Source: an optimization exercise on an open RTL-to-GDS flow (aim: small area, a short achievable clock period and few clock cycles per item). Production flows keep margins and buffers that such runs may drop. In this exercise RTL edits were held to simulation tests only and were not proved equivalent to the original. Power and IR drop assume default switching activity.

==> flow/design.v (excerpt) <==
module abp_sender_with_queue_unit #(
  parameter int unsigned QUEUE_DEPTH = abp_pkg::QUEUE_DEPTH_DEF
) (
  input  wire         clk_i,
  input  wire         rst_ni,
  input  wire         cfg_we_i,
  input  wire  [15:0] cfg_wdata_i,
  input  wire         in_valid_i,
  output logic        in_ready_o,
  input  wire  [1:0]  in_cmd_i,
  input  wire         in_seq_i,
  input  wire         in_ack_i,
  input  wire  [31:0] in_checksum_i,
  input  wire  [63:0] in_payload_lo_i,
  input  wire  [63:0] in_payload_mid_i,
  input  wire  [31:0] in_payload_hi_i,
  output logic        out_valid_o,
  input  wire         out_ready_i,
  output logic        out_sent_o,
  output logic        out_seq_o,
  output logic        out_ack_o,
  output logic [31:0] out_checksum_o,
  output logic [63:0] out_lo_o,
  output logic [63:0] out_mid_o,
  output logic [31:0] out_hi_o,
  output logic        out_dropped_o,
  output logic [4:0]  out_queue_level_o
);
Size in the first run: roughly 6200 cells after synthesis, about 420 I/O pins, roughly 120000 µm² of cells after synthesis.
==> flow/config.mk <==
export PLATFORM = sky130hd
export DESIGN_NAME = abp_sender_with_queue_unit
export DESIGN_NICKNAME = abp_sender_with_queue_unit
export VERILOG_FILES = /design/flow/design.v
export SDC_FILE = /design/flow/constraint.sdc
export NUM_CORES = 4
export LEC_CHECK = 0
export CAP_MARGIN = 20
export CORE_MARGIN = 2
export CORE_UTILIZATION = 40
export CTS_CLUSTER_DIAMETER = 100
export CTS_CLUSTER_SIZE = 24
export SLEW_MARGIN = 20
==> flow/constraint.sdc <==
create_clock -name core_clock -period 11.0 [get_ports {clk_i}]
set_input_delay 2.2000 -clock core_clock [delete_from_list [all_inputs] [get_ports {clk_i}]]
set_output_delay 2.2000 -clock core_clock [all_outputs]
set_load 0.01 [all_outputs]
standard.sh (not shown) runs the stock make flow with config.mk's settings and CLKGATE_MAP_FILE= SYNTH_SCRIPT=/design/flow/synth_recipe.tcl, a recipe that flattens the netlist after the stock synthesis.
==> flow/flow/run.sh <==
#!/bin/bash
set -euo pipefail
export SETUP_SLACK_MARGIN=6.3
export BUFFER_PORTS_ARGS="-buffer_cell sky130_fd_sc_hd__buf_1"
bash standard.sh > standard.log 2>&1
Testbench counts at the start, summed over its fixed seeds: cycles 24,016, items 24,000.
Change:
--- a/flow/design.v
+++ b/flow/design.v
@@ -441,41 +441,41 @@
   logic                       a_upok_q;
   logic                       a_push_q;
   logic                       a_vld_q;
   logic                       out_vld_q;
   logic                       fire;
   logic                       accept;
   logic                       push_in;
   logic [PAY_W-1:0]           in_pay;
   logic [NR-1:0][PSUM_W-1:0]  in_rows;
   logic [PSUM_W-1:0]          in_nk;
   logic                       in_upok;
   assign fire       = a_vld_q && (!out_vld_q || out_ready_i);
-  assign in_ready_o = !a_vld_q || !out_vld_q || out_ready_i;
-  assign accept     = in_valid_i && in_ready_o;
+  assign in_ready_o = out_ready_i;
+  assign accept     = in_valid_i && out_ready_i;
   assign in_pay  = {in_payload_hi_i, in_payload_mid_i, in_payload_lo_i};
   assign in_nk   = in_checksum_i[PSUM_W-1:0] + 13'd1 - {12'd0, in_seq_i} - {12'd0, in_ack_i};
   assign in_upok = (&in_checksum_i[31:12]) || !(|in_checksum_i[31:12]);
   abp_csa_rows u_rows (
     .p   (in_pay),
     .nc  (~in_checksum_i[PSUM_W-1:0]),
     .seq (in_seq_i),
     .ack (in_ack_i),
     .r   (in_rows)
   );
   always_ff @(posedge clk_i or negedge rst_ni) begin
     if (!rst_ni) begin
       a_vld_q <= 1'b0;
-    end else if (in_ready_o) begin
-      a_vld_q <= in_valid_i;
+    end else if (accept || fire) begin
+      a_vld_q <= accept;
     end
   end
   always_ff @(posedge clk_i) begin
     if (accept) begin
       a_cmd_q  <= in_cmd_i;
       a_ack_q  <= in_ack_i;
       a_rows_q <= in_rows;
       a_nk_q   <= in_nk;
       a_upok_q <= in_upok;
       a_push_q <= push_in;
     end
   end
The new run completed with no timing, DRC or antenna violations.
Via count barely changes.
Register-to-register slack barely changes.
Worst setup slack improved by 0.11 ns.
Area after synthesis is about the same.
Power rises by about a fifth.
Combinational power increases by well over a third.
Maximum frequency goes up by a few percent.
Sequential power hardly moves.
Testbench counts after the change, summed over its fixed seeds: cycles 24,016, items 24,000.

[afterwards: timing with drivers on the ports]
The flow's constraints put no driver on any port. The routed layouts listed below were extracted and timed again, unchanged, in two steps.
Step 1, drivers: a clkbuf_16 drives clk_i and a buf_2 each remaining input, both assumed.
Step 2 also shifts input and output timing later by t, the mid clock arrival at the registers, as if the neighbouring blocks saw the same clock.
Slacks: ideal ports / drivers / drivers and shift; pairs: ideal ports / drivers.
| run | shift t [ns] | setup slack, ns | hold slack, ns | worst register clock-pin slew, ns | cell pins on the clock port's net |
|---|---|---|---|---|---|
| the first run | 0.973 | 6.202 / 6.179 / 5.422 | 0.436 / 0.436 / 0.436 | 0.10 / 0.10 | 1 |
| the second run | 0.958 | 6.313 / 6.288 / 5.420 | 0.404 / 0.404 / 0.404 | 0.11 / 0.11 | 1 |
After both steps every run listed still meets setup and hold. The setup slack of the second run, which loses most, moves by -0.025 ns with the drivers and by -0.893 ns with both steps.
